This is an optimization exercise on Yosys and OpenROAD, whose aim is small area, a short achievable clock period and few clock cycles per item, not a production implementation. No functional check of the RTL was part of any run shown here. No activity file was given, so power comes from the tool's default toggle rates.

==> flow/design.v <==
package ospfb_pkg;
  localparam int SAMPLE_W = 16;
  localparam int COEFF_W  = 8;
  localparam int ACC_W    = 21;
  localparam int OUT_W    = 18;
  typedef logic signed [SAMPLE_W-1:0] sample_t;
  typedef logic signed [COEFF_W-1:0]  coeff_t;
  typedef logic signed [ACC_W-1:0]    acc_t;
  typedef logic signed [OUT_W-1:0]    out_t;
  localparam int OUT_MAX = (1 << (OUT_W - 1)) - 1;
  localparam int OUT_MIN = -(1 << (OUT_W - 1));
  localparam int DIG_W = 5;
endpackage
`timescale 1ns/1ns
import ospfb_pkg::*;
module ospfb_ctrl #(
  parameter int FFT_LEN = 32,
  parameter int DEC_FAC = 24,
  parameter int PTAPS   = 4,
  localparam int BR_W   = $clog2(FFT_LEN)
) (
  input  logic                     clk,
  input  logic                     rst_n,
  input  logic                     in_valid,
  output logic                     in_ready,
  output logic [FFT_LEN-1:0]       wsel,
  output logic                     commit,
  output logic                     beat_valid,
  output logic                     beat_last,
  output logic [PTAPS*DIG_W-1:0]   beat_dig,
  output logic                     frame_start
);
  localparam int NCOEF = FFT_LEN * PTAPS;
  logic [DIG_W-1:0] dig_tab [NCOEF];
  for (genvar k = 0; k < NCOEF; k++) begin : g_coef
    localparam int H  = ((3 * k) % 11) - 5;
    localparam int B  = (H >= 3) ? 1 : ((H <= -3) ? -1 : 0);
    localparam int A  = H - 4 * B;
    assign dig_tab[k] = {A != 0, (A == 2) || (A == -2), A < 0, B != 0, B < 0};
  end
  logic [4:0]  koff;
  logic [4:0]  rres;     
  logic [4:0]  rres_m1;  
  logic        rd_act;
  logic        ok;
  logic        chk_q;    
  logic        fresh;
  logic [1:0]  g2;       
  logic [2:0]  gs;       
  logic [1:0]  fr2;      
  logic [2:0]  frs;      
  logic signed [6:0] dw;  
  logic signed [6:0] da;  
  logic [FFT_LEN-1:0] pv;
  logic [FFT_LEN-1:0] ptag;
  logic [4:0]  wres;
  logic [4:0]  ares;
  logic [4:0]  ares_p1;
  logic        inv;
  logic        accept;
  logic        end_sw;
  logic        start_rd;
  logic [4:0]  koff_n;
  logic [4:0]  rres_n;
  logic        rd_n;
  logic [1:0]  g2_n;
  logic [2:0]  gs_n;
  logic [1:0]  fr2_n;
  logic [2:0]  frs_n;
  logic        tag_w;
  logic        wr_next;    
  logic        pv_nx;      
  logic        pt_nx;
  logic        commit_n;
  logic [7:0]  x0, x1;
  logic        chk_n;
  logic        free_0, free_1;
  logic        rdy_0, rdy_1;
  logic [4:0]  p_n;
  logic [4:0]  wpos;
  logic [PTAPS*DIG_W-1:0] dig_n;
  assign accept   = in_valid && in_ready;
  assign end_sw   = (koff == 5'd31);
  assign start_rd = end_sw && ok && chk_q;
  assign koff_n = fresh ? 5'd8  : koff + 5'd1;
  assign rres_n = fresh ? 5'd15 : rres_m1;
  assign rd_n   = end_sw ? start_rd : rd_act;
  assign g2_n   = g2 + 2'(start_rd);
  assign gs_n   = (start_rd && gs != 3'd5) ? gs + 3'd1 : gs;
  assign fr2_n  = start_rd ? g2 : fr2;
  assign frs_n  = start_rd ? gs : frs;
  assign tag_w = g2[0] ^ ~dw[6];
  assign wr_next  = inv && (wres == rres_m1);
  assign pv_nx    = pv[rres_m1] || wr_next;
  assign pt_nx    = wr_next ? tag_w : ptag[rres_m1];
  assign commit_n = !fresh && pv_nx && (pt_nx == g2_n[0]);
  assign x0 = 8'(dw) + 8'(inv) + 8'(5'({2'(3 * g2), 3'b000} + koff + 5'd1));
  assign x1 = 8'(dw) + 8'(inv) - 8'd24 + 8'({2'(3 * (g2 + 2'd1)), 3'b000});
  assign chk_n = start_rd ? !x1[7] : !x0[7];
  assign free_0 = !pv[ares]    || (commit && rres == ares)    || (commit_n && rres_n == ares);
  assign free_1 = !pv[ares_p1] || (commit && rres == ares_p1) || (commit_n && rres_n == ares_p1);
  assign rdy_0 = free_0 && (start_rd ? (da < 7'sd48) : (da < 7'sd24));
  assign rdy_1 = free_1 && (start_rd ? (da < 7'sd47) : (da < 7'sd23));
  assign wpos = 5'(rres_n - 5'd1 - ares);
  assign p_n = {2'(3 * fr2_n), 3'b000} + koff + 5'd1;
  always_comb begin
    for (int t = 0; t < PTAPS; t++) begin
      if ((32 * t + int'(p_n)) >= 24 * (int'(frs_n) + 1))
        dig_n[t*DIG_W +: DIG_W] = '0;
      else
        dig_n[t*DIG_W +: DIG_W] = dig_tab[t*FFT_LEN + int'(p_n)];
    end
  end
  always_ff @(posedge clk or negedge rst_n) begin
    if (!rst_n) begin
      koff        <= '0;
      rres        <= 5'd23;
      rres_m1     <= 5'd22;
      rd_act      <= 1'b0;
      ok          <= 1'b0;
      chk_q       <= 1'b0;
      fresh       <= 1'b1;
      g2          <= '0;
      gs          <= '0;
      fr2         <= '0;
      frs         <= '0;
      dw          <= -7'sd24;
      da          <= -7'sd24;
      pv          <= '0;
      wres        <= '0;
      ares        <= '0;
      ares_p1     <= 5'd1;
      inv         <= 1'b0;
      in_ready    <= 1'b1;
      wsel        <= '0;
      commit      <= 1'b0;
      beat_valid  <= 1'b0;
      beat_last   <= 1'b0;
      frame_start <= 1'b0;
    end else begin
      koff     <= koff_n;
      rres     <= rres_n;
      rres_m1  <= rres_n - 5'd1;
      rd_act   <= rd_n;
      ok       <= fresh ? 1'b0 : (end_sw ? 1'b1 : (ok && chk_q));
      chk_q    <= chk_n;
      if (accept) fresh <= 1'b0;
      g2       <= g2_n;
      gs       <= gs_n;
      fr2      <= fr2_n;
      frs      <= frs_n;
      dw       <= dw + 7'(inv) - (start_rd ? 7'sd24 : 7'sd0);
      da       <= da + 7'(accept) - (start_rd ? 7'sd24 : 7'sd0);
      if (commit) pv[rres] <= 1'b0;
      if (inv)    pv[wres] <= 1'b1;
      wres     <= wres + 5'(inv);
      if (accept) begin
        ares    <= ares_p1;
        ares_p1 <= ares_p1 + 5'd1;
      end
      inv      <= accept;
      in_ready <= accept ? rdy_1 : rdy_0;
      wsel     <= accept ? (FFT_LEN'(1) << wpos) : '0;
      commit   <= commit_n;
      beat_valid  <= rd_n;
      beat_last   <= rd_n && (koff_n == 5'd31);
      frame_start <= rd_n && (koff_n == 5'd0);
    end
  end
  always_ff @(posedge clk) begin
    if (inv) ptag[wres] <= tag_w;
    beat_dig <= dig_n;
  end
endmodule
`timescale 1ns/1ns
import ospfb_pkg::*;
module pfb_delay_line #(
  parameter int FFT_LEN = 32,
  parameter int PTAPS   = 4
) (
  input  logic                      clk,
  input  logic [FFT_LEN-1:0]        wsel,      
  input  logic [SAMPLE_W-1:0]       wdata,
  input  logic                      commit,    
  output logic [PTAPS*SAMPLE_W-1:0] taps_data  
);
  localparam int CW = PTAPS * SAMPLE_W;
  localparam int SW = SAMPLE_W;
  logic [FFT_LEN*CW-1:0] tap;
  logic [FFT_LEN*SW-1:0] pend;
  always_ff @(posedge clk) begin
    for (int k = 0; k < FFT_LEN - 1; k++) begin
      tap[k*CW +: CW]  <= tap[(k+1)*CW +: CW];
      pend[k*SW +: SW] <= wsel[k] ? wdata : pend[(k+1)*SW +: SW];
    end
    tap[(FFT_LEN-1)*CW +: CW]  <= commit ? {tap[CW-SW-1:0], pend[SW-1:0]} : tap[CW-1:0];
    pend[(FFT_LEN-1)*SW +: SW] <= wsel[FFT_LEN-1] ? wdata : pend[SW-1:0];
  end
  assign taps_data = tap[CW-1:0];
endmodule
`timescale 1ns/1ns
import ospfb_pkg::*;
module pfb_mac #(
  parameter int PTAPS = 4
) (
  input  logic                      clk,
  input  logic                      rst_n,
  input  logic                      beat_valid,
  input  logic                      beat_last,
  input  logic [PTAPS*DIG_W-1:0]    beat_dig,
  input  logic [PTAPS*SAMPLE_W-1:0] taps_data,
  output logic                      acc_valid,
  output ospfb_pkg::acc_t           acc,
  output logic                      acc_last
);
  localparam int W = ACC_W;
  localparam int NV = 2 * PTAPS + 1;
  logic [W-1:0] v [NV];
  logic [2:0]   nb;
  always_comb begin
    nb = '0;
    for (int t = 0; t < PTAPS; t++) begin
      logic [SAMPLE_W-1:0] x;
      logic a_nz, a_two, a_neg, b_nz, b_neg;
      logic [W-1:0] ta, tb;
      x = taps_data[t*SAMPLE_W +: SAMPLE_W];
      {a_nz, a_two, a_neg, b_nz, b_neg} = beat_dig[t*DIG_W +: DIG_W];
      if (a_two)      ta = W'($signed({x, 1'b0}));
      else if (a_nz)  ta = W'($signed(x));
      else            ta = '0;
      ta = ta ^ {W{a_neg}};
      tb = b_nz ? W'($signed({x, 2'b00})) : '0;
      tb = tb ^ {{(W-2){b_neg}}, 2'b00};
      tb[0] = a_neg;
      v[2*t]   = ta;
      v[2*t+1] = tb;
      nb = nb + 3'(b_neg);
    end
    v[NV-1] = W'({nb, 2'b00});
  end
  function automatic logic [2*W-1:0] csa(input logic [W-1:0] a, input logic [W-1:0] b, input logic [W-1:0] c);
    logic [W-1:0] s, cy;
    s  = a ^ b ^ c;
    cy = ((a & b) | (a & c) | (b & c)) << 1;
    csa = {cy, s};
  endfunction
  logic [W-1:0] s1, c1, s2, c2, s3, c3, s4, c4, s5, c5, s6, c6, s7, c7;
  logic [W-1:0] sum;
  always_comb begin
    {c1, s1} = csa(v[0], v[1], v[2]);
    {c2, s2} = csa(v[3], v[4], v[5]);
    {c3, s3} = csa(v[6], v[7], v[8]);
    {c4, s4} = csa(s1, c1, s2);
    {c5, s5} = csa(c2, s3, c3);
    {c6, s6} = csa(s4, c4, s5);
    {c7, s7} = csa(s6, c6, c5);
  end
  logic [W-1:0] s_q, c_q;
  logic         v_q, l_q;
  assign sum = s_q + c_q;
  always_ff @(posedge clk or negedge rst_n) begin
    if (!rst_n) begin
      v_q       <= 1'b0;
      l_q       <= 1'b0;
      acc_valid <= 1'b0;
      acc_last  <= 1'b0;
    end else begin
      v_q       <= beat_valid;
      l_q       <= beat_valid && beat_last;
      acc_valid <= v_q;
      acc_last  <= l_q;
    end
  end
  always_ff @(posedge clk) begin
    s_q <= s7;
    c_q <= c7;
    acc <= sum;
  end
endmodule
`timescale 1ns/1ns
import ospfb_pkg::*;
module pfb_out_stage (
  input  logic clk,
  input  logic rst_n,
  input  logic acc_valid,
  input  ospfb_pkg::acc_t acc,
  input  logic acc_last,
  output logic out_valid,
  output ospfb_pkg::out_t out_data,
  output logic out_last,
  output logic out_sat
);
  logic clip;
  assign clip = (acc[ACC_W-1:OUT_W-1] != '0) && (acc[ACC_W-1:OUT_W-1] != '1);
  always_ff @(posedge clk or negedge rst_n) begin
    if (!rst_n) begin
      out_valid <= 1'b0;
      out_last  <= 1'b0;
      out_sat   <= 1'b0;
    end else begin
      out_valid <= acc_valid;
      out_last  <= acc_valid && acc_last;
      out_sat   <= acc_valid && clip;
    end
  end
  always_ff @(posedge clk) begin
    if (clip) out_data <= acc[ACC_W-1] ? OUT_W'(OUT_MIN) : OUT_W'(OUT_MAX);
    else      out_data <= acc[OUT_W-1:0];
  end
endmodule
`timescale 1ns/1ns
import ospfb_pkg::*;
module ospfb_top #(
  parameter int FFT_LEN = 32,
  parameter int DEC_FAC = 24,
  parameter int PTAPS   = 4,
  localparam int BR_W   = $clog2(FFT_LEN)
) (
  input  logic    clk,
  input  logic    rst_n,
  input  logic    in_valid,
  input  ospfb_pkg::sample_t in_data,
  output logic    in_ready,
  output logic    out_valid,
  output ospfb_pkg::out_t    out_data,
  output logic    out_last,
  output logic    out_sat,
  output logic    frame_start
);
  logic [SAMPLE_W-1:0]       in_q;
  logic [FFT_LEN-1:0]        wsel;
  logic                      commit;
  logic                      beat_valid;
  logic                      beat_last;
  logic [PTAPS*DIG_W-1:0]    beat_dig;
  logic [PTAPS*SAMPLE_W-1:0] taps_data;
  logic                      acc_valid;
  ospfb_pkg::acc_t           acc;
  logic                      acc_last;
  always_ff @(posedge clk) begin
    in_q <= in_data;
  end
  ospfb_ctrl #(
    .FFT_LEN(FFT_LEN),
    .DEC_FAC(DEC_FAC),
    .PTAPS  (PTAPS)
  ) i_ctrl (
    .clk        (clk),
    .rst_n      (rst_n),
    .in_valid   (in_valid),
    .in_ready   (in_ready),
    .wsel       (wsel),
    .commit     (commit),
    .beat_valid (beat_valid),
    .beat_last  (beat_last),
    .beat_dig   (beat_dig),
    .frame_start(frame_start)
  );
  pfb_delay_line #(
    .FFT_LEN(FFT_LEN),
    .PTAPS  (PTAPS)
  ) i_delay_line (
    .clk      (clk),
    .wsel     (wsel),
    .wdata    (in_q),
    .commit   (commit),
    .taps_data(taps_data)
  );
  pfb_mac #(
    .PTAPS(PTAPS)
  ) i_mac (
    .clk       (clk),
    .rst_n     (rst_n),
    .beat_valid(beat_valid),
    .beat_last (beat_last),
    .beat_dig  (beat_dig),
    .taps_data (taps_data),
    .acc_valid (acc_valid),
    .acc       (acc),
    .acc_last  (acc_last)
  );
  pfb_out_stage i_out_stage (
    .clk      (clk),
    .rst_n    (rst_n),
    .acc_valid(acc_valid),
    .acc      (acc),
    .acc_last (acc_last),
    .out_valid(out_valid),
    .out_data (out_data),
    .out_last (out_last),
    .out_sat  (out_sat)
  );
endmodule
==> flow/run.sh <==
#!/bin/bash
# synth_recipe.tcl (not shown) runs the flow's synth.tcl, then flattens the netlist and writes it again
# the make line also repeats each setting of config.mk as NAME=value (left out here)
make -C /OpenROAD-flow-scripts/flow DESIGN_CONFIG=/design/flow/config.mk WORK_HOME=/design/flow/orfs CLKGATE_MAP_FILE= SYNTH_SCRIPT=/design/flow/synth_recipe.tcl finish
==> flow/config.mk <==
export PLATFORM = sky130hd
export DESIGN_NAME = ospfb_top
export DESIGN_NICKNAME = ospfb_top
export VERILOG_FILES = /design/flow/design.v
export SDC_FILE = /design/flow/constraint.sdc
export NUM_CORES = 4
export LEC_CHECK = 0
export ABC_CLOCK_PERIOD_IN_PS = 3000
export CAP_MARGIN = 20
export CORE_MARGIN = 2
export CORE_UTILIZATION = 40
export CTS_BUF_LIST = sky130_fd_sc_hd__clkbuf_4 sky130_fd_sc_hd__clkbuf_8
export CTS_CLUSTER_SIZE = 30
export SETUP_SLACK_MARGIN = 5
export SLEW_MARGIN = 20
==> flow/constraint.sdc <==
create_clock -name core_clock -period 9.0 [get_ports {clk}]
set_input_delay 1.8000 -clock core_clock [delete_from_list [all_inputs] [get_ports {clk}]]
set_output_delay 1.8000 -clock core_clock [all_outputs]
set_load 0.01 [all_outputs]
==> results of run 1 <==
worst max path at each step:
stage / start / to / slack [ns]
floorplan: i_ctrl.koff[1]$_DFF_PN0_ / i_ctrl.beat_dig[16]$_SDFF_PP0_ / 5.03
global placement: i_ctrl.koff[0]$_DFF_PN0_ / i_ctrl.beat_dig[5]$_SDFF_PP0_ / 4.16
detailed placement: i_ctrl.koff[0]$_DFF_PN0_ / i_ctrl.beat_dig[16]$_SDFF_PP0_ / 4.35
CTS: i_ctrl.koff[1]$_DFF_PN0_ / i_ctrl.beat_dig[16]$_SDFF_PP0_ / 5.01
global route: i_ctrl.beat_dig[2]$_SDFF_PP0_ / i_mac.s_q[17]$_DFF_P_ / 5.01
finish: i_out_stage.out_sat$_DFF_PN0_ / out_sat / 5.22
cells in the mapped netlist (4+ instances only):
cell,n,area share
o21bai_1,9,0.00088
o21ai_0,176,0.011
buf_2,7,0.00046
nor2b_1,12,0.00098
edfxtp_1,32,0.013
clkbuf_1,172,0.0084
xnor2_1,153,0.017
nor2_1,111,0.0054
xor2_1,83,0.0095
a211oi_1,6,0.00059
mux2_2,594,0.087
a31oi_1,11,0.00090
inv_1,138,0.0068
mux2i_1,12,0.0016
buf_1,23,0.0011
mux4_1,7,0.0024
fa_1,110,0.029
nand3_1,32,0.0021
dfxtp_1,2675,0.70
nand2b_1,16,0.0013
nor4_1,7,0.00057
o21a_1,28,0.0027
or3_1,4,0.00033
dfrtp_1,118,0.038
and2_1,9,0.00073
nand4_1,11,0.00090
nand2_1,253,0.012
o31ai_1,6,0.00059
a21o_1,9,0.00088
mux4_2,31,0.0091
a21oi_1,46,0.0030
buf_6,4,0.00059
dfstp_2,16,0.0055
ha_1,103,0.017
and3_1,8,0.00065
nor3_1,13,0.00085
through the flow:
stage | power [mW] | utilization | instance area [µm²] | hold WS (ns)
after global placement | 17.0 | 0.418 | 79700 | 0.309
after floorplan | 16.4 | - | 76800 | 0.310
after CTS | 27.8 | 0.466 | 88700 | 0.227
final | 27.4 | 0.466 | 88800 | 0.241
after detailed placement | 17.1 | 0.418 | 79700 | 0.312
after global routing | 28.7 | 0.466 | 88800 | 0.225
cells in the final DEF (no fill, tap or decap), types with 8 or more instances in the layout:
cell type,instances
a31oi_1,10
dfxtp_1,2669
xor2_1,82
fa_1,110
nand4_1,11
clkdlybuf4s50_1,39
xnor2_1,150
clkbuf_8,526
o21bai_1,9
and3_1,8
o21a_1,27
ha_1,100
nand3_1,32
o21ai_0,175
nor3_1,12
clkinv_2,39
a21oi_1,45
a21o_1,9
buf_4,31
mux2i_1,11
dfrtp_1,115
nand2b_1,16
mux2_2,594
nand2_1,253
and2_1,9
clkbuf_4,135
mux4_2,31
dfstp_2,16
edfxtp_1,32
nor2_1,110
bufinv_16,10
nor2b_1,12
inv_1,138
kinds of logic (layout without fill, tap and decap cells):
logic type      Yosys count  after routing  synth area share
other cells               0              3                 0
mux                     646            646             0.101
fa+ha+maj               213            213            0.0455
xor+xnor                238            239            0.0274
buf+inv                 350            940            0.0178
flops                  2841           2841             0.755
simple gates            492            492            0.0280
compound gates          332            332            0.0261
cell type report:
class,count,share of cell area
Tap cell,2511,0.0354
Inverter,141,0.00599
Multi-Input combinational cell,1922,0.198
Antenna cell,3,0.0000846
Sequential cell,2841,0.652
Timing Repair Buffer,73,0.00741
Clock buffer,661,0.0930
Clock inverter,65,0.00753
per-layer routing:
metal,vias up,wire length (µm)
met3,296,6040
met2,743,53900
met5,-,0
met4,0,3540
li1,17347,-
met1,17140,59900
power groups by stage:
stage	registers, mW	logic (mW)	clock network (mW)
after floorplan	14.4	1.95	0
after global placement	14.7	2.28	0
after detailed placement	14.8	2.31	0
after CTS	14.5	2.34	11.0
after global routing	14.6	2.57	11.5
final	14.5	2.31	10.6
what timing repair did:
action	CTS	global route
pin swaps	1	1
cloned	1	0
resized for setup	13	7
endpoints found under the setup margin	24	26
buffers inserted	3	3
state kept, by name, indices dropped and copies added, names as in the netlist, 7 cells and up:
| name | flops |
|---|---|
| i_delay_line.tap | 2048 |
| i_ctrl.pv | 32 |
| i_ctrl.beat_dig | 20 |
| i_mac.c_q | 19 |
| i_ctrl.wsel | 32 |
| in_q | 16 |
| i_out_stage.out_data | 18 |
| i_mac.s_q | 21 |
| i_mac.acc | 21 |
| i_ctrl.dw | 7 |
| i_ctrl.da | 7 |
| i_ctrl.ptag | 32 |
| i_delay_line.pend | 512 |
==> summary.md, run 1 <==
| Metric | Value |
|---|---|
| Outcome | finished clean |
| Max Cap Violations | 0 |
| Peak VDD IR | 0.000137 V |
| Clk pwr share | 0.387 |
| Final Hold Fails | 0 |
| TritonCTS buffer count | 422 |
| CTS root buffer | clkbuf_8 |
| Cell Area, Synth | 76700 µm² |
| Clock-pin slew on the worst setup and hold paths | 0.06 ns |
| Yosys warns | 7 |
| Final net count | 5633 |
| Clk sinks | 2841 |
| Fmax | 265 MHz |
| Fin cells | 8217 |
| Hold Path Origin | i_delay_line.tap[1091]$_DFF_P_ |
| Met2 Track Usage GR | 0.191 |
| Drt first-iter violations | 1830 |
| WP depth | 1 |
| Net Count, Synth | 5344 |
| Final setup viols | 0 |
| Register area | 57900 µm² |
| Full die area | 195000 µm² |
| Pwr Density | 309 nW/µm² |
| FF-to-FF setup slack | 5.23 ns |
| Initial antenna violation count | 5 |
| Post-synth EDFFs | 32 |
| CTS tree | done |
| Seq/Total Area, Yosys | 0.755 |
| Post-DRT Antenna Nets | 0 |
| Place WS | 4.35 ns |
| IO Pins | 42 |
| Gr busiest metal | met2 |
| Detailed-route DRC error count | 0 |
| FP Rows | 160 |
| CP cell instances | clkdlybuf4s50_1 |
| Cell count after synthesis | around 5000 |
| Port Buffers | 41 |
| Vias in the first global route | 36836 |
| Met3 usage | 0.0338 |
| Cells after DPL | 7480 |
| Crit-path leading delay family | buffers and inverters |
| Die X | 442 µm |
| Vias | 35526 |
| Die height | 442 µm |
| Worst Reg-to-Reg Cells | 10 |
| Crit path time final | 3.78 ns |
| CTS max path bufs | 4 |
| Clock Skew | about 0.11 ns |
| Multi-input gate area | 17600 µm² |
| H-tree Lvls | 5 |
| Worst slew margin | 0.278 |
| CORE AREA | ~190000 µm² |
| Drt pass-1 iters | 5 |
| Routed WL | 123000 µm |
| M1 GR Usage | 0.174 |
| Worst path max stage delay | 0.56 ns |
| WP data arrival | 1.98 ns |
| Layout cell share with drive strength beyond 1 | 0.254 |
| Worst Hold End | i_delay_line.tap[1027]$_DFF_P_ |
| Gr usage total | 0.127 |
| Max stage delay cell, worst path | clkdlybuf4s50_1 |
| Sw Share | 0.222 |
| Final worst slack | 5.22 ns |
| TNS Setup | 0 ns |
| Asr flop ratio synth | 0.0472 |
| GPL Wtd Cong | about 0.80 |
| Largest net degree at the start of global routing | 73 |
| Class of the worst hold path | reg2reg |
| Gate power share | 0.084 |
| Critical Path RT | slightly above 7 ns |
| P_int | 21.3 mW |
| Synth-to-layout area growth | 15.7% |
| Hold buffer count at cts | 0 |
| First-pass GRT wire length | roughly 200000 µm |
| Worst-margin pin slew | ~1.1 ns |
| Synth Flop Type | dfxtp_1 |
| Layout fillers | between 15000 and 20000 |
| Grt total ovfl | 0 |
| Initial core utilization | 0.403 |
| Endpoint type of the worst setup path | output port |
| Clock latency on the worst-skew pair | 1.03 ns |
| Flops & latches, synth | 2841 |
| Wirelength per Cell | 15.0 µm |
| Max FO, Critical Path | 1 |
| Critical R2R Launch | i_ctrl.beat_dig[9]$_SDFF_PP0_ |
| Net Sw Power | between 6 and 7 mW |
| Total leakage power | 36.3 nW |
| Crit Path Category | reg2out |
| DPL Wire Length | 72300 µm |
| Mapped Avg Cell Area | approximately 15 µm² |
| Via/cell ratio | 4.32 |
| Synth cell types | 78 |
| Sequential power share | 0.529 |
| Cell count of the worst hold path | 0 |
| Final Cycle Share | 0.420 |
| RSZ-0062 raised after global routing | false |
| Slew Limit Fails | 0 |
| CP startpoint kind | flip-flop |
| Reg2reg end | i_mac.s_q[17]$_DFF_P_ |
| Buf/Inv on CP | 1 |
==> run 2, diff against run 1 <==
--- a/flow/design.v
+++ b/flow/design.v
@@ -47,7 +47,7 @@
   logic        fresh;
   logic [1:0]  g2;       
   logic [2:0]  gs;       
-  logic [1:0]  fr2;      
+  logic [4:0]  prd;      
   logic [2:0]  frs;      
   logic signed [6:0] dw;  
   logic signed [6:0] da;  
@@ -65,7 +65,6 @@
   logic        rd_n;
   logic [1:0]  g2_n;
   logic [2:0]  gs_n;
-  logic [1:0]  fr2_n;
   logic [2:0]  frs_n;
   logic        tag_w;
   logic        wr_next;    
@@ -87,7 +86,6 @@
   assign rd_n   = end_sw ? start_rd : rd_act;
   assign g2_n   = g2 + 2'(start_rd);
   assign gs_n   = (start_rd && gs != 3'd5) ? gs + 3'd1 : gs;
-  assign fr2_n  = start_rd ? g2 : fr2;
   assign frs_n  = start_rd ? gs : frs;
   assign tag_w = g2[0] ^ ~dw[6];
   assign wr_next  = inv && (wres == rres_m1);
@@ -102,7 +100,7 @@
   assign rdy_0 = free_0 && (start_rd ? (da < 7'sd48) : (da < 7'sd24));
   assign rdy_1 = free_1 && (start_rd ? (da < 7'sd47) : (da < 7'sd23));
   assign wpos = 5'(rres_n - 5'd1 - ares);
-  assign p_n = {2'(3 * fr2_n), 3'b000} + koff + 5'd1;
+  assign p_n = start_rd ? {2'(3 * g2), 3'b000} : prd + 5'd1;
   always_comb begin
     for (int t = 0; t < PTAPS; t++) begin
       if ((32 * t + int'(p_n)) >= 24 * (int'(frs_n) + 1))
@@ -122,7 +120,7 @@
       fresh       <= 1'b1;
       g2          <= '0;
       gs          <= '0;
-      fr2         <= '0;
+      prd         <= '0;
       frs         <= '0;
       dw          <= -7'sd24;
       da          <= -7'sd24;
@@ -131,7 +129,7 @@
       ares        <= '0;
       ares_p1     <= 5'd1;
       inv         <= 1'b0;
-      in_ready    <= 1'b1;
+      in_ready    <= 1'b0;
       wsel        <= '0;
       commit      <= 1'b0;
       beat_valid  <= 1'b0;
@@ -147,7 +145,7 @@
       if (accept) fresh <= 1'b0;
       g2       <= g2_n;
       gs       <= gs_n;
-      fr2      <= fr2_n;
+      prd      <= p_n;
       frs      <= frs_n;
       dw       <= dw + 7'(inv) - (start_rd ? 7'sd24 : 7'sd0);
       da       <= da + 7'(accept) - (start_rd ? 7'sd24 : 7'sd0);
==> flow/flow/run.sh (new file) <==
#!/bin/bash
# Layout flow: the standard flow (standard.sh, unchanged synthesis) with
# two repair settings changed: timing repair aims below the clock period
# (a larger setup margin), and ports are buffered with buf_4 cells.
# make's full output goes to run_make.log in the work folder.
set -euo pipefail
cd "$(dirname "$0")/.."
MARGIN=${MARGIN:-5.8}
bash standard.sh \
  "SETUP_SLACK_MARGIN=${MARGIN}" \
  "BUFFER_PORTS_ARGS=-buffer_cell sky130_fd_sc_hd__buf_4" \
  finish > run_make.log 2>&1
test -f out/final.def
==> flow/standard.sh (new file) <==
#!/bin/bash
# synth_recipe.tcl (not shown) runs the flow's synth.tcl, then flattens the netlist and writes it again
# the make line also repeats each setting of config.mk as NAME=value (left out here)
make -C /OpenROAD-flow-scripts/flow DESIGN_CONFIG=/design/flow/config.mk WORK_HOME=/design/flow/orfs CLKGATE_MAP_FILE= SYNTH_SCRIPT=/design/flow/synth_recipe.tcl "${@:-finish}"
--- a/flow/config.mk
+++ b/flow/config.mk
@@ -9,7 +9,4 @@
 export CAP_MARGIN = 20
 export CORE_MARGIN = 2
 export CORE_UTILIZATION = 40
-export CTS_BUF_LIST = sky130_fd_sc_hd__clkbuf_4 sky130_fd_sc_hd__clkbuf_8
-export CTS_CLUSTER_SIZE = 30
-export SETUP_SLACK_MARGIN = 5
 export SLEW_MARGIN = 20
removed: flow/run.sh
==> summary.md, run 2 <==
| Metric | Value |
|---|---|
| Slew Limit Fails | 0 |
| Crit path time final | 3.29 ns |
| Worst Hold End | i_delay_line.tap[484]$_DFF_P_ |
| Compound-Gate Fraction of Synth Area | 0.0289 |
| Class of the worst hold path | reg2reg |
| Final net count | about 5600 |
| Top Layer Used | met5 |
| Final core occ | 0.475 |
| Leading area contributor after synthesis | dfxtp_1 |
| GPL Wtd Cong | around 0.8 |
| Vias in the first global route | 36659 |
| Largest family of logic cells by synthesized area | multiplexers |
| Largest register FFs | slightly above 2000 |
| Final Hold Fails | 0 |
| Die height | 442 µm |
| Met2 WL | ~56000 µm |
| Crit Path Category | reg2reg |
| Met1 WL | roughly 62000 µm |
| FF-to-FF setup slack | 5.71 ns |
| WP data arrival | 4.05 ns |
| Cell count of the worst hold path | 0 |
| Initial antenna violation count | 7 |
| Top flop regs | i_delay_line.tap: 2048 flops, i_delay_line.pend: 512 flops |
| Top-count cell post-synth | dfxtp_1 |
| Max stage delay cell, worst path | fa_2 |
| Critical R2R Launch | i_ctrl.beat_dig[5]$_SDFF_PP0_ |
| Worst-margin pin slew | roughly 1.1 ns |
| Worst slew margin | 0.273 |
| Most common cell after layout, fill and taps aside | dfxtp_1 |
| Post-synth EDFFs | 32 |
| Buf/Inv on CP | 5 |
| Final setup viols | 0 |
| Endpoint type of the worst setup path | flip-flop |
| Layout fillers | 16306 |
| CTS max path bufs | 4 |
| Outcome | finished clean |
| Synth cell types | 68 |
| Crit-path leading delay family | adder cells |
| Hold Path Origin | i_delay_line.tap[548]$_DFF_P_ |
| Seq/Total Area, Yosys | 0.755 |
| Reg2reg end | i_mac.s_q[4]$_DFF_P_ |
| Synthesized-area fraction occupied by adder cells | 0.0451 |
| Clock-pin slew on the worst setup and hold paths | ~0.06 ns |
| Drt first-iter violations | between 1500 and 2000 |
| Cell count after synthesis | just over 5000 |
| Biggest register | i_delay_line.tap |
| Detailed-route DRC error count | 0 |
| Pwr Density | about 310 nW/µm² |
| Routed WL | 128000 µm |
| Initial core utilization | 0.403 |
| Drt pass-1 iters | 5 |
| Gr usage total | 0.131 |
| Worst path max stage delay | 0.51 ns |
| FP Rows | 160 |
| IO Pins | 42 |
| Grt total ovfl | 0 |
| TritonCTS buffer count | 288 |
| Synth top cells by count | 2675 x dfxtp_1, 595 x mux2_2, 246 x nand2_1, 184 x clkbuf_1, 180 x o21ai_0 |
| Fmax | 304 MHz |
| Full die area | 195000 µm² |
| H-tree Lvls | 5 |
| Clk sinks | ~2800 |
| TNS Setup | 0 ns |
| Critical Path RT | between 9 and 10 ns |
| Final Cycle Share | 0.366 |
| Layout cell share with drive strength beyond 1 | 0.246 |
| Asr flop ratio synth | 0.0482 |
| N_diodes | 0 |
| Net Count, Synth | 5382 |
| Clock Skew | roughly 0.072 ns |
| Post-DRT Antenna Nets | 0 |
| CP cell instances | buf_12 > ha_4 > inv_2 > fa_2 > inv_2 > ha_4 > inv_2 > fa_2 > fa_1 > fa_1 > inv_1 > fa_1 |
| Yosys warns | 7 |
| CTS tree | done |
| CORE AREA | ~190000 µm² |
| Met3 wire length | 5520 µm |
| Wirelength per Cell | 15.8 µm |
| Mapped Avg Cell Area | 14.9 µm² |
| Worst Reg-to-Reg Cells | 12 |
| Die X | ~440 µm |
| CP startpoint kind | flip-flop |
| CTS root buffer | clkbuf_16 |
| Cell Area, Synth | 76800 µm² |
| Max Cap Violations | 0 |
| DPL Wire Length | 75100 µm |
| First-pass GRT wire length | 206000 µm |
| Yosys top cell area share | 0.698 |
| XOR/XNOR share of the synthesized area | 0.0269 |
| Via/cell ratio | 4.41 |
| Most frequent cells in the layout | 2623 x dfxtp_1, 594 x mux2_2, 293 x clkbuf_16 |
| Peak VDD IR | 0.000223 V |
| Flops & latches, synth | 2844 |
| Mux contribution to synthesized area | 0.0977 |
| Largest net degree at the start of global routing | 79 |
| Synth area leaders | dfxtp_1 70%, mux2_2 8.7%, dfrtp_1 4.0% |
| Clock latency on the worst-skew pair | between 0.9 and 1 ns |
| RSZ-0062 raised after global routing | true |
| Vias | approximately 36000 |
| Synth Flop Type | dfxtp_1 |
| Port Buffers | 41 |
| Max FO, Critical Path | 2 |
| Hold buffer count at cts | 0 |
| Simple-Gate Fraction of Synth Area | 0.0288 |
| Total leakage power | 36.6 nW |
| Synth-to-layout area growth | 17.8% |
==> run 2: changes by cell type in the layout (fill, tap and decap cells not counted), sizes merged, moves of 6 or more <==
cell / before / now
clkbuf: 661 / 418
buf: 33 / 134
clkdlybuf4s50: 39 / 0
nor2: 112 / 82
o21ai: 176 / 200
nor3: 13 / 26
inv: 148 / 159
xnor2: 156 / 145
mux4: 38 / 29
a31oi: 12 / 20
nand2: 253 / 246
o21a: 28 / 21
nor4: 7 / 13
==> run 2: area by class of cell <==
class / count / area [µm²] / area share
clock inverters: 79 / 831 / 0.00919
flip-flops and latches: 2844 / 58100 / 0.642
multi-input cells: 1949 / 18100 / 0.201
repair buffers: 135 / 1330 / 0.0147
well taps: 2511 / 3140 / 0.0347
inverters: 146 / 567 / 0.00627
clock buffers: 417 / 8330 / 0.0921
repair inverters: 1 / 8.76 / 0.0000968
==> run 2: worst max-delay path by stage <==
stage | cells after the start | to | start
after floorplan | 16 | i_ctrl.beat_dig[18]$_SDFF_PP0_ | i_ctrl.koff[0]$_DFF_PN0_
after global placement | 12 | i_ctrl.beat_dig[18]$_SDFF_PP0_ | i_ctrl.koff[0]$_DFF_PN0_
after detailed placement | 12 | i_ctrl.beat_dig[18]$_SDFF_PP0_ | i_ctrl.koff[0]$_DFF_PN0_
after CTS | 1 | out_last | i_out_stage.out_last$_DFF_PN0_
after global routing | 12 | i_mac.s_q[4]$_DFF_P_ | i_ctrl.beat_dig[5]$_SDFF_PP0_
final | 12 | i_mac.s_q[4]$_DFF_P_ | i_ctrl.beat_dig[5]$_SDFF_PP0_
==> run 2: logic make-up after synthesis <==
family	count (synthesis)
AO/OA/AOI/OAI	372
multiplexers	638
adder cells (fa/ha/maj)	211
buffers and inverters	360
XOR/XNOR	234
flip-flops	2844
AND/OR/NAND/NOR	493
==> run 2: per-stage QoR <==
step | setup WS, ns | power (mW) | hold WS, ns | cell area (µm²) | cells
2_1_floorplan | 5.79 | 16.2 | 0.310 | 77000 | 5152
3_5_place_dp | 4.73 | 16.9 | 0.312 | 79700 | 7518
4_1_cts | 5.64 | 28.3 | 0.272 | 89800 | 8054
5_1_grt | 5.67 | 29.2 | 0.279 | 90400 | 8082
6_report | 5.71 | 28.0 | 0.271 | 90400 | 8082
3_3_place_gp | 4.73 | 16.8 | 0.310 | 79700 | 7518
==> run 2: per-layer routing <==
layer	track usage	vias to the layer above
met5	0	-
met4	0.0487	2
met3	0.0275	296
met2	0.201	668
met1	0.183	17388
li1	-	17315
==> run 2: what timing repair did <==
item / CTS / global route
setup buffers: 37 / 27
endpoints found under the hold margin: 0 / 0
gates resized for setup: 145 / 95
cloned: 3 / 1
endpoints found under the setup margin: 75 / 91
pin swaps: 42 / 78
==> run 2: power breakdown <==
part	internal [mW]	switching [mW]
Combinational	1.24	1.02
Clock	6.82	4.54
Sequential	13.8	0.554
==> run 3, diff against run 2 <==
--- a/flow/config.mk
+++ b/flow/config.mk
@@ -9,4 +9,6 @@
 export CAP_MARGIN = 20
 export CORE_MARGIN = 2
 export CORE_UTILIZATION = 40
+export CTS_CLUSTER_DIAMETER = 150
+export CTS_CLUSTER_SIZE = 24
 export SLEW_MARGIN = 20
==> summary.md, run 3 <==
| Metric | Value |
|---|---|
| Die X | between 400 and 500 µm |
| Clock latency on the worst-skew pair | 0.81 ns |
| Final worst slack | 5.67 ns |
| Max FO, Critical Path | 2 |
| Worst Reg-to-Reg Cells | 12 |
| Synth area leaders | dfxtp_1 70%, mux2_2 8.7%, dfrtp_1 4.0% |
| Port Buffers | 41 |
| Via/cell ratio | 4.44 |
| Worst slew margin | 0.259 |
| CP startpoint kind | flip-flop |
| Gr busiest metal | met2 |
| H-tree Lvls | 4 |
| Leading area contributor after synthesis | dfxtp_1 |
| Fmax | 300 MHz |
| Initial antenna violation count | 6 |
| GPL Wtd Cong | about 0.8 |
| Full die area | 195000 µm² |
| Post-DRT Antenna Nets | 0 |
| Endpoint type of the worst setup path | flip-flop |
| IO Pins | 42 |
| Mapped Avg Cell Area | 14.9 µm² |
| RSZ-0062 raised after global routing | true |
| Class of the worst hold path | reg2reg |
| Pwr Density | 272 nW/µm² |
| First-pass GRT wire length | 199000 µm |
| Met2 Track Usage GR | 0.195 |
| Final Hold Fails | 0 |
| Drt first-iter violations | 1909 |
| Top-count cell post-synth | dfxtp_1 |
| Post-synth EDFFs | 32 |
| Top flop regs | i_delay_line.tap: 2048 flops, i_delay_line.pend: 512 flops |
| Biggest register | i_delay_line.tap |
| Final setup viols | 0 |
| Most common cell after layout, fill and taps aside | dfxtp_1 |
| Worst-margin pin slew | 1.11 ns |
| Most frequent cells in the layout | 2634 x dfxtp_1, 594 x mux2_2, 238 x nand2_1 |
| Layout fillers | around 17000 |
| FF-to-FF setup slack | about 5.7 ns |
| Critical Path RT | about 9.7 ns |
| Synth top cells by count | 2675 x dfxtp_1, 595 x mux2_2, 246 x nand2_1, 184 x clkbuf_1, 180 x o21ai_0 |
| Wirelength per Cell | between 15 and 20 µm |
| Asr flop ratio synth | 0.0482 |
| Final Cycle Share | 0.370 |
| Reg2reg end | i_mac.s_q[4]$_DFF_P_ |
| Yosys top cell area share | 0.698 |
| Final net count | 5443 |
| TNS Setup | 0 ns |
| Met3 usage | 0.0235 |
| CTS max path bufs | 3 |
| Crit Path Category | reg2reg |
| Largest register FFs | 2048 |
| DPL Wire Length | 75100 µm |
| Cell count of the worst hold path | 0 |
| Routed WL | 124000 µm |
| Max Cap Violations | 0 |
| Clock Skew | ~0.065 ns |
| Die height | 442 µm |
| Fin cells | between 7000 and 8000 |
| Vias | 34416 |
| Critical R2R Launch | i_ctrl.beat_dig[0]$_SDFF_PP0_ |
| Synth-to-layout area growth | 10.8% |
| WP data arrival | 4.00 ns |
| Synth cell types | around 70 |
| Synth Flop Type | dfxtp_1 |
| Worst hold slack | 0.294 ns |
| Vias in the first global route | 34827 |
| Cell count after synthesis | 5152 |
| Hold Path Origin | i_delay_line.tap[1664]$_DFF_P_ |
| Gr usage total | 0.127 |
| Layout cell share with drive strength beyond 1 | 0.208 |
| Place WS | 4.73 ns |
| Clock-pin slew on the worst setup and hold paths | 0.09 ns |
| Drt pass-1 iters | 5 |
| CTS tree | done |
| Detailed-route DRC error count | 0 |
| Clk sinks | 2844 |
| Total leakage power | about 34 nW |
| Grt total ovfl | 0 |
| Cell Area, Synth | 76800 µm² |
| Largest net degree at the start of global routing | 79 |
| TritonCTS buffer count | 136 |
| Net Count, Synth | 5382 |
| Initial core utilization | 0.403 |
| Outcome | finished clean |
| Seq/Total Area, Yosys | 0.755 |
| Hold buffer count at cts | 0 |
| CORE AREA | 190000 µm² |
| Worst Hold End | i_delay_line.tap[1600]$_DFF_P_ |
| Flops & latches, synth | 2844 |
| Slew Limit Fails | 0 |
| Cells after DPL | ~7500 |
| Crit path time final | 3.33 ns |
| CTS root buffer | clkbuf_16 |
| Yosys warns | 7 |
| M1 GR Usage | 0.182 |
| FP Rows | 160 |
| Peak VDD IR | 0.000211 V |
[run 3: cell counts after synthesis]
No cell type changed its count.
[run 3: timing repair]
action	4_1_cts	5_1_grt
setup buffers	39	25
pin swaps	65	63
resized for setup	143	91
gates cloned	4	0
endpoints found under the setup margin	65	89
[run 3: critical path: stages (launching register included)]
cell	delay, ns
dfxtp_2	0.34
buf_12	0.13
ha_4	0.26
inv_2	0.03
fa_2	0.32
inv_2	0.07
ha_4	0.12
inv_2	0.03
fa_2	0.52
fa_1	0.42
fa_1	0.50
inv_1	0.05
fa_1	0.42
[run 3: layout make-up]
| cell class | instances | area, µm² | share of cell area |
|---|---|---|---|
| clock inverters | 12 | 201 | 0.00237 |
| well taps | 2511 | 3140 | 0.0369 |
| diodes | 1 | 2.50 | 0.0000294 |
| inverters | 146 | 569 | 0.00669 |
| flip-flops and latches | 2844 | 58100 | 0.683 |
| clock buffers | 161 | 3580 | 0.0421 |
| repair buffers | 135 | 1270 | 0.0149 |
| multi-input cells | 1949 | 18200 | 0.214 |
| repair inverters | 1 | 8.76 | 0.000103 |
[run 3: kinds of logic (layout without fill, tap and decap cells)]
kind of cell             count (synthesis)  count (layout)  synth area share
flip-flops                            2844            2844             0.755
multiplexers                           638             638            0.0977
AND/OR/NAND/NOR                        493             494            0.0288
AO/OA/AOI/OAI                          372             372            0.0289
buffers and inverters                  360             455            0.0177
XOR/XNOR                               234             234            0.0269
adder cells (fa/ha/maj)                211             211            0.0451
other                                    0               1                 0
[run 3: metrics by stage]
stage	cell area, µm²	util	total power, mW
3_3_place_gp	79700	0.419	16.8
5_1_grt	85100	0.447	24.2
3_5_place_dp	79700	0.419	16.9
2_1_floorplan	77000	-	16.2
6_report	85100	0.447	23.1
4_1_cts	84500	0.444	23.4
[run 3: report_power, final]
| part | switching, mW | internal, mW |
|---|---|---|
| sequential | 0.551 | 13.8 |
| combinational | 1.02 | 1.24 |
| clock | 3.70 | 2.86 |
[run 3: layer usage]
layer,part of all wire,wire (µm)
met1,0.50,62100
met2,0.44,54500
met3,0.037,4530
met4,0.022,2750
met5,0.00016,20
[run 3: worst max path at each step]
stage,from,endpoint,slack (ns)
after detailed placement,i_ctrl.koff[0]$_DFF_PN0_,i_ctrl.beat_dig[18]$_SDFF_PP0_,4.73
after CTS,i_ctrl.beat_dig[0]$_SDFF_PP0_,i_mac.s_q[4]$_DFF_P_,5.62
after global routing,i_ctrl.beat_dig[5]$_SDFF_PP0_,i_mac.s_q[4]$_DFF_P_,5.63
after floorplan,i_ctrl.koff[0]$_DFF_PN0_,i_ctrl.beat_dig[18]$_SDFF_PP0_,5.79
after global placement,i_ctrl.koff[0]$_DFF_PN0_,i_ctrl.beat_dig[18]$_SDFF_PP0_,4.73
final,i_ctrl.beat_dig[0]$_SDFF_PP0_,i_mac.s_q[4]$_DFF_P_,5.67
==> run 4, diff against run 3 <==
--- a/flow/flow/run.sh
+++ b/flow/flow/run.sh
@@ -5,7 +5,7 @@
 # make's full output goes to run_make.log in the work folder.
 set -euo pipefail
 cd "$(dirname "$0")/.."
-MARGIN=${MARGIN:-5.8}
+MARGIN=${MARGIN:-5.9}
 bash standard.sh \
   "SETUP_SLACK_MARGIN=${MARGIN}" \
   "BUFFER_PORTS_ARGS=-buffer_cell sky130_fd_sc_hd__buf_4" \
==> summary.md, run 4 <==
| Metric | Value |
|---|---|
| Vias | 34398 |
| Top-count cell post-synth | dfxtp_1 |
| Detailed-route DRC error count | 0 |
| Gr busiest metal | met2 |
| Met3 usage | 0.0233 |
| Final net count | between 5000 and 6000 |
| Initial antenna violation count | 8 |
| Net Sw Power | 5.28 mW |
| Crit Path Category | reg2reg |
| Largest family of logic cells by synthesized area | multiplexers |
| Hold buffer count at cts | 0 |
| Max Cap Violations | 0 |
| Synthesized-area fraction occupied by adder cells | 0.0451 |
| Worst slew margin | 0.356 |
| Full die area | just under 200000 µm² |
| Worst Hold End | i_delay_line.tap[1948]$_DFF_P_ |
| Synth top cells by count | 2675 x dfxtp_1, 595 x mux2_2, 246 x nand2_1, 184 x clkbuf_1, 180 x o21ai_0 |
| Layout fillers | 16711 |
| CTS tree | done |
| Leading area contributor after synthesis | dfxtp_1 |
| DPL Wire Length | about 75000 µm |
| Max FO, Critical Path | 2 |
| Mux contribution to synthesized area | 0.0977 |
| Via/cell ratio | approximately 4.4 |
| Synth cell types | 68 |
| RSZ-0062 raised after global routing | true |
| Cell Area, Synth | 76800 µm² |
| H-tree Lvls | 4 |
| Final setup viols | 0 |
| FF-to-FF setup slack | ~5.7 ns |
| Top flop regs | i_delay_line.tap: 2048 flops, i_delay_line.pend: 512 flops |
| Most frequent cells in the layout | 2627 x dfxtp_1, 594 x mux2_2, 235 x nand2_1 |
| Gr usage total | 0.127 |
| CTS root buffer | clkbuf_16 |
| Hold Path Origin | i_delay_line.tap[2012]$_DFF_P_ |
| Sequential power share | 0.618 |
| Placed Area | 79800 µm² |
| Met2 Track Usage GR | 0.195 |
| TritonCTS buffer count | 137 |
| CP startpoint kind | flip-flop |
| Outcome | finished clean |
| Yosys warns | 7 |
| Layout cell share with drive strength beyond 1 | 0.210 |
| Reg2reg end | i_mac.s_q[4]$_DFF_P_ |
| Final worst slack | 5.67 ns |
| P_int | 17.8 mW |
| Clk pwr share | 0.283 |
| Fmax | between 200 and 300 MHz |
| Endpoint type of the worst setup path | flip-flop |
| Initial core utilization | 0.403 |
| Cell count of the worst hold path | 0 |
| Fin area | 85200 µm² |
| Port Buffers | 41 |
| Sw Share | 0.228 |
| Cells after DPL | 7519 |
| Drt pass-1 iters | 5 |
| Biggest register | i_delay_line.tap |
| Clock Skew | 0.0466 ns |
| Drt first-iter violations | 1872 |
| Grt total ovfl | 0 |
| Cell count after synthesis | 5152 |
| Final Cycle Share | 0.370 |
| Most common cell after layout, fill and taps aside | dfxtp_1 |
| Critical Path RT | 9.67 ns |
| Largest net degree at the start of global routing | 84 |
| Final Hold Fails | 0 |
| Peak VDD IR | between 0.0002 and 0.00025 V |
| Slew Limit Fails | 0 |
| Clock latency on the worst-skew pair | 0.81 ns |
| Die X | 442 µm |
| FP Rows | 160 |
| Yosys top cell area share | 0.698 |
| Wirelength per Cell | around 16 µm |
| Critical R2R Launch | i_ctrl.beat_dig[5]$_SDFF_PP0_ |
| Synth Flop Type | dfxtp_1 |
| Asr flop ratio synth | 0.0482 |
| Seq/Total Area, Yosys | 0.755 |
| Class of the worst hold path | reg2reg |
| Worst hold slack | 0.302 ns |
| Vias in the first global route | ~35000 |
| Die height | 442 µm |
| Simple-Gate Fraction of Synth Area | 0.0288 |
| GPL Wtd Cong | 0.796 |
| Post-DRT Antenna Nets | 0 |
| XOR/XNOR share of the synthesized area | 0.0269 |
| Worst Reg-to-Reg Cells | 12 |
| First-pass GRT wire length | 199000 µm |
| Post-synth EDFFs | 32 |
| Fin cells | 7758 |
| CTS max path bufs | 3 |
| Synth area leaders | dfxtp_1 70%, mux2_2 8.7%, dfrtp_1 4.0% |
| Routed WL | roughly 120000 µm |
| Synth-to-layout area growth | 10.9% |
| Gate power share | 0.099 |
| TNS Setup | 0 ns |
| M1 GR Usage | 0.182 |
| Total leakage power | 33.9 nW |
| IO Pins | 42 |
| CORE AREA | ~190000 µm² |
| Mapped Avg Cell Area | about 15 µm² |
| Pwr Density | 271 nW/µm² |
| Compound-Gate Fraction of Synth Area | 0.0289 |
| Worst-margin pin slew | 0.962 ns |
| Place WS | 4.73 ns |
| WP data arrival | ~4 ns |
| Net Count, Synth | 5382 |
| Clock-pin slew on the worst setup and hold paths | 0.10 ns |
| Largest register FFs | between 2000 and 2500 |
| Crit path time final | 3.33 ns |
| Flops & latches, synth | 2844 |
| Clk sinks | 2844 |
-- run 4: cell counts after synthesis --
No cell type changed its count.
-- run 4: how the worst max path moves through the flow --
stage	startpoint	endpoint	cells after the start
floorplan	i_ctrl.beat_dig[14]$_SDFF_PP0_	i_mac.s_q[19]$_DFF_P_	9
global placement	i_ctrl.koff[0]$_DFF_PN0_	i_ctrl.beat_dig[18]$_SDFF_PP0_	12
detailed placement	i_ctrl.koff[0]$_DFF_PN0_	i_ctrl.beat_dig[18]$_SDFF_PP0_	12
CTS	i_ctrl.beat_dig[0]$_SDFF_PP0_	i_mac.s_q[4]$_DFF_P_	12
global route	i_ctrl.beat_dig[5]$_SDFF_PP0_	i_mac.s_q[4]$_DFF_P_	12
finish	i_ctrl.beat_dig[5]$_SDFF_PP0_	i_mac.s_q[4]$_DFF_P_	12
-- run 4: cell families after synthesis --
logic type | after synthesis
and+or+nand+nor | 493
DFF | 2844
xor gates and xnor gates | 234
muxes | 638
AOI/OAI and AO/OA | 372
adders and majority gates | 211
buffers and inverters | 360
-- run 4: stage by stage --
stage	power [mW]	util
final	23.1	0.447
after global routing	24.2	0.447
after CTS	23.4	0.444
after detailed placement	16.9	0.419
after global placement	16.8	0.419
after floorplan	16.2	-
-- run 4: metal layers --
layer | up-vias | wire length [µm] | share of wire
met1 | 16865 | 61800 | 0.50
met2 | 522 | 54700 | 0.44
met4 | 0 | 2880 | 0.023
met5 | - | 0 | 0
met3 | 176 | 4610 | 0.037
li1 | 16835 | - | -
-- run 4: power by group through the flow --
stage	clock (mW)	combinational, mW	sequential (mW)
6_report	6.54	2.29	14.3
4_1_cts	6.81	2.30	14.3
3_3_place_gp	0	2.23	14.6
2_1_floorplan	0	1.87	14.3
5_1_grt	7.25	2.54	14.4
3_5_place_dp	0	2.27	14.6
-- run 4: final cells by class --
class                           instances  area [µm²]  area share
Timing Repair Buffer                  130        1350      0.0158
Timing Repair inverter                  1        8.76    0.000103
Tap cell                             2511        3140      0.0369
Clock buffer                          158        3530      0.0414
Sequential cell                      2844       58100       0.682
Clock inverter                         16         244     0.00286
Inverter                              146         568     0.00667
Multi-Input combinational cell       1949       18300       0.214
Antenna cell                            3        7.51   0.0000881
-- run 4: worst max-delay path, cell delays in order, from the launching register on --
cell     delay [ns]
dfxtp_2        0.35
buf_12         0.13
ha_4           0.26
inv_2          0.03
fa_2           0.32
inv_2          0.08
ha_4           0.13
inv_2          0.03
fa_1           0.49
fa_1           0.42
fa_1           0.51
inv_2          0.04
fa_1           0.42
-- run 4: what timing repair did --
item	4_1_cts	5_1_grt
setup buffers	41	15
cloned	3	3
endpoints found under the setup margin	100	106
resized for setup	146	83
pin swaps	53	29
==> run 5, diff against run 4 <==
--- a/flow/design.v
+++ b/flow/design.v
@@ -47,7 +47,7 @@
   logic        fresh;
   logic [1:0]  g2;       
   logic [2:0]  gs;       
-  logic [4:0]  prd;      
+  logic [4:0]  prd_p1;   
   logic [2:0]  frs;      
   logic signed [6:0] dw;  
   logic signed [6:0] da;  
@@ -100,7 +100,7 @@
   assign rdy_0 = free_0 && (start_rd ? (da < 7'sd48) : (da < 7'sd24));
   assign rdy_1 = free_1 && (start_rd ? (da < 7'sd47) : (da < 7'sd23));
   assign wpos = 5'(rres_n - 5'd1 - ares);
-  assign p_n = start_rd ? {2'(3 * g2), 3'b000} : prd + 5'd1;
+  assign p_n = start_rd ? {2'(3 * g2), 3'b000} : prd_p1;
   always_comb begin
     for (int t = 0; t < PTAPS; t++) begin
       if ((32 * t + int'(p_n)) >= 24 * (int'(frs_n) + 1))
@@ -120,7 +120,7 @@
       fresh       <= 1'b1;
       g2          <= '0;
       gs          <= '0;
-      prd         <= '0;
+      prd_p1      <= 5'd1;
       frs         <= '0;
       dw          <= -7'sd24;
       da          <= -7'sd24;
@@ -130,8 +130,6 @@
       ares_p1     <= 5'd1;
       inv         <= 1'b0;
       in_ready    <= 1'b0;
-      wsel        <= '0;
-      commit      <= 1'b0;
       beat_valid  <= 1'b0;
       beat_last   <= 1'b0;
       frame_start <= 1'b0;
@@ -145,7 +143,7 @@
       if (accept) fresh <= 1'b0;
       g2       <= g2_n;
       gs       <= gs_n;
-      prd      <= p_n;
+      prd_p1   <= p_n + 5'd1;
       frs      <= frs_n;
       dw       <= dw + 7'(inv) - (start_rd ? 7'sd24 : 7'sd0);
       da       <= da + 7'(accept) - (start_rd ? 7'sd24 : 7'sd0);
@@ -158,14 +156,16 @@
       end
       inv      <= accept;
       in_ready <= accept ? rdy_1 : rdy_0;
-      wsel     <= accept ? (FFT_LEN'(1) << wpos) : '0;
-      commit   <= commit_n;
       beat_valid  <= rd_n;
       beat_last   <= rd_n && (koff_n == 5'd31);
       frame_start <= rd_n && (koff_n == 5'd0);
     end
   end
   always_ff @(posedge clk) begin
+    wsel   <= accept ? (FFT_LEN'(1) << wpos) : '0;
+    commit <= commit_n;
+  end
+  always_ff @(posedge clk) begin
     if (inv) ptag[wres] <= tag_w;
     beat_dig <= dig_n;
   end
@@ -187,12 +187,13 @@
   logic [FFT_LEN*CW-1:0] tap;
   logic [FFT_LEN*SW-1:0] pend;
   always_ff @(posedge clk) begin
+    for (int k = 0; k < FFT_LEN; k++) begin
+      pend[k*SW +: SW] <= wsel[k] ? (wdata ^ {SW{k[0]}}) : ~pend[((k+1)%FFT_LEN)*SW +: SW];
+    end
     for (int k = 0; k < FFT_LEN - 1; k++) begin
       tap[k*CW +: CW]  <= tap[(k+1)*CW +: CW];
-      pend[k*SW +: SW] <= wsel[k] ? wdata : pend[(k+1)*SW +: SW];
     end
     tap[(FFT_LEN-1)*CW +: CW]  <= commit ? {tap[CW-SW-1:0], pend[SW-1:0]} : tap[CW-1:0];
-    pend[(FFT_LEN-1)*SW +: SW] <= wsel[FFT_LEN-1] ? wdata : pend[SW-1:0];
   end
   assign taps_data = tap[CW-1:0];
 endmodule
@@ -251,11 +252,13 @@
     {c4, s4} = csa(s1, c1, s2);
     {c5, s5} = csa(c2, s3, c3);
     {c6, s6} = csa(s4, c4, s5);
-    {c7, s7} = csa(s6, c6, c5);
   end
-  logic [W-1:0] s_q, c_q;
+  logic [W-1:0] s_q, c_q, e_q;
   logic         v_q, l_q;
-  assign sum = s_q + c_q;
+  always_comb begin
+    {c7, s7} = csa(s_q, c_q, e_q);
+    sum = s7 + c7;
+  end
   always_ff @(posedge clk or negedge rst_n) begin
     if (!rst_n) begin
       v_q       <= 1'b0;
@@ -270,8 +273,9 @@
     end
   end
   always_ff @(posedge clk) begin
-    s_q <= s7;
-    c_q <= c7;
+    s_q <= s6;
+    c_q <= c6;
+    e_q <= c5;
     acc <= sum;
   end
 endmodule
==> flow/run.sh (new file) <==
#!/bin/bash
# synth_recipe.tcl (not shown) runs the flow's synth.tcl, then flattens the netlist and writes it again
# the make line also repeats each setting of config.mk as NAME=value (left out here)
make -C /OpenROAD-flow-scripts/flow DESIGN_CONFIG=/design/flow/config.mk WORK_HOME=/design/flow/orfs CLKGATE_MAP_FILE= SYNTH_SCRIPT=/design/flow/synth_recipe.tcl finish
--- a/flow/config.mk
+++ b/flow/config.mk
@@ -10,5 +10,5 @@
 export CORE_MARGIN = 2
 export CORE_UTILIZATION = 40
 export CTS_CLUSTER_DIAMETER = 150
-export CTS_CLUSTER_SIZE = 24
+export CTS_CLUSTER_SIZE = 28
 export SLEW_MARGIN = 20
removed: flow/flow/run.sh
removed: flow/standard.sh
==> summary.md, run 5 <==
| Metric | Value |
|---|---|
| Peak VDD IR | 0.000176 V |
| Yosys warns | 7 |
| Setup Buffers After CTS | 0 |
| Initial antenna violation count | 10 |
| Most common cell after layout, fill and taps aside | dfxtp_1 |
| TritonCTS buffer count | 112 |
| DPL Wire Length | 73600 µm |
| Drt first-iter violations | 1626 |
| Top-count cell post-synth | dfxtp_1 |
| Buf/Inv on CP | 0 |
| Post-cts repair resize count | 0 |
| First-pass GRT wire length | 187000 µm |
| Largest net degree at the start of global routing | 63 |
| CORE AREA | 190000 µm² |
| Class of the worst hold path | reg2reg |
| Outcome | finished clean |
| Full die area | approximately 190000 µm² |
| Synth Flop Type | dfxtp_1 |
| CP cell instances | ha_1 > and3_1 > ha_1 > nand3_2 > o21ai_0 > ha_1 > xnor3_1 > ha_1 > o31a_1 > or2_2 > nor3b_1 > a32o_2 > a41oi_1 |
| Mapped Avg Cell Area | roughly 15 µm² |
| Drt pass-1 iters | 6 |
| Synth area leaders | dfxtp_1 71%, mux2i_1 6.6%, dfrtp_1 2.9% |
| Max Cap Violations | 0 |
| Vias in the first global route | 33311 |
| Synth cell types | 78 |
| Routed WL | 117000 µm |
| Largest register FFs | 2048 |
| Worst path max stage delay | 0.72 ns |
| Synth-to-layout area growth | 7.80% |
| RSZ-0062 raised after global routing | false |
| Wirelength per Cell | 15.2 µm |
| Total leakage power | about 32 nW |
| Max FO, Critical Path | 31 |
| Slew Limit Fails | 0 |
| TNS Setup | 0 ns |
| Top flop regs | i_delay_line.tap: 2048 flops, i_delay_line.pend: 512 flops |
| Critical Path RT | a little under 10 ns |
| Initial core utilization | 0.402 |
| Crit-path leading delay family | compound AO/OA/AOI/OAI gates |
| Crit Path Category | reg2reg |
| Cell count after synthesis | 5190 |
| WP data arrival | 5.59 ns |
| Net Count, Synth | 5422 |
| Final Cycle Share | 0.542 |
| Worst-margin pin slew | 1.08 ns |
| Detailed-route DRC error count | 0 |
| Die X | 441 µm |
| Final setup viols | 0 |
| Post-DRT Antenna Nets | 0 |
| Layout cell share with drive strength beyond 1 | 0.0603 |
| Most frequent cells in the layout | 2717 x dfxtp_1, 504 x mux2i_1, 267 x nand2_1 |
| Clk sinks | 2861 |
| IO Pins | between 40 and 50 |
| Fmax | 205 MHz |
| Hold buffer count at cts | 0 |
| FP Rows | 160 |
| GPL Wtd Cong | 0.817 |
| Top cell by count, worst path | ha_1 |
| Clock latency on the worst-skew pair | 0.80 ns |
| Crit path time final | 4.88 ns |
| H-tree Lvls | 3 |
| Vias | 33331 |
| CP startpoint kind | flip-flop |
| Synth top cells by count | 2725 x dfxtp_1, 504 x mux2i_1, 267 x nand2_1, 193 x o21ai_0, 183 x clkbuf_1 |
| Die height | 441 µm |
| Clock Skew | 0.0701 ns |
| Asr flop ratio synth | 0.0364 |
| Max stage delay cell, worst path | o21ai_0 |
| Flops & latches, synth | roughly 2900 |
| Final net count | roughly 5400 |
| Pwr Density | 274 nW/µm² |
| CTS tree | done |
| Total power | 22.6 mW |
| Leading area contributor after synthesis | dfxtp_1 |
| Cell Area, Synth | 76500 µm² |
| CTS max path bufs | 3 |
| Via/cell ratio | 4.34 |
| Final Hold Fails | 0 |
| FF-to-FF setup slack | 4.12 ns |
| Grt total ovfl | 0 |
| Gr usage total | 0.120 |
| Post-synth EDFFs | 32 |
| Port Buffers | 41 |
| Worst slew margin | 0.276 |
| CTS root buffer | clkbuf_16 |
| Clock-pin slew on the worst setup and hold paths | 0.11 ns |
| Yosys top cell area share | 0.713 |
| Endpoint type of the worst setup path | flip-flop |
| Biggest register | i_delay_line.tap |
| Seq/Total Area, Yosys | 0.760 |
run 5: routing by layer:
layer | vias up | part of all wire | global-route usage
met5 | - | 0 | 0
met4 | 0 | 0.022 | 0.0307
met3 | 166 | 0.037 | 0.0212
met2 | 402 | 0.43 | 0.189
met1 | 16090 | 0.51 | 0.172
li1 | 16673 | - | -
run 5: cell type report:
class                      count  area [µm²]
antenna                        2        5.00
clock buffer                 122        2880
clock inverter                 8         169
sequential                  2861       58100
inverter                     176         661
fill                       17078      108000
tap                         2511        3140
timing repair buffer          62         563
multi-input combinational   1943       16900
run 5: stage by stage:
stage	hold slack (ns)	setup slack (ns)	instance area (µm²)	utilization	instances
floorplan	0.310	4.54	76500	-	5190
global placement	0.309	4.11	79400	0.417	7552
detailed placement	0.312	4.16	79400	0.417	7552
CTS	0.268	4.12	82500	0.434	7682
global route	0.288	3.62	82500	0.434	7684
finish	0.278	4.12	82500	0.434	7685
run 5: path summary, 6_finish.rpt:
kind                                               start                            end  cells after the start
setup / recovery                i_ctrl.koff[0]$_DFF_PN0_  i_ctrl.beat_dig[9]$_SDFF_PP0_                     13
hold / removal             i_delay_line.tap[525]$_DFF_P_  i_delay_line.tap[461]$_DFF_P_                      0
setup reg to reg                i_ctrl.koff[0]$_DFF_PN0_  i_ctrl.beat_dig[9]$_SDFF_PP0_                     13
hold reg to reg            i_delay_line.tap[525]$_DFF_P_  i_delay_line.tap[461]$_DFF_P_                      0
max in group asynchronous                          rst_n        i_ctrl.pv[16]$_DFF_PN0_                      2
min in group asynchronous                          rst_n   i_ctrl.frame_start$_DFF_PN0_                      1
run 5: worst reg2reg max path, stage by stage (launching register included):
cell and delay, ns:
dfrtp_1 0.43, ha_1 0.22, and3_1 0.18, ha_1 0.24, nand3_2 0.57, o21ai_0 0.73, ha_1 0.47, xnor3_1 0.42
ha_1 0.27, o31a_1 0.32, or2_2 0.33, nor3b_1 0.14, a32o_2 0.31, a41oi_1 0.18
run 5: report_power, final:
| part | switching [mW] | internal, mW | total, mW |
|---|---|---|---|
| combinational | 1.04 | 0.987 | 2.03 |
| sequential | 0.623 | 14.0 | 14.6 |
| clock | 3.58 | 2.32 | 5.90 |
| total | 5.25 | 17.3 | 22.6 |
run 5: cell families after synthesis:
group / after synthesis / synth area share
fa+ha+maj: 213 / 0.0455
buf+inv: 386 / 0.0193
simple gates: 519 / 0.0306
xor+xnor: 227 / 0.0263
compound gates: 353 / 0.0276
flops: 2861 / 0.760
mux: 631 / 0.0908

port drivers added, routing unchanged:
How much do the figures lean on ideal ports? The routed layouts below were timed once more, with nothing changed but the port constraints. Step 1 assumes that a clkbuf_16 drives the clock port and a buf_2 every other input. Step 2 also shifts input and output timing later by t, the mid clock arrival at the registers, as if the neighbouring blocks saw the same clock. Slacks: ideal / step 1 / step 2; pairs: ideal / step 1.
| run | shift t [ns] | setup WS [ns] | latest minus earliest clock arrival (ns) |
|---|---|---|---|
| run 1 | 1.050 | 5.220 / 5.143 / 4.838 | 0.119 / 0.119 |
| run 2 | 0.956 | 5.707 / 5.664 / 5.455 | 0.079 / 0.079 |
| run 3 | 0.857 | 5.669 / 5.669 / 5.517 | 0.073 / 0.073 |
| run 4 | 0.859 | 5.666 / 5.666 / 5.666 | 0.063 / 0.063 |
| run 5 | 0.833 | 4.125 / 4.125 / 4.125 | 0.081 / 0.082 |
After both steps every run listed still meets setup and hold. The setup slack of run 1, which loses most, moves by -0.077 ns with the drivers and by -0.382 ns with both steps.
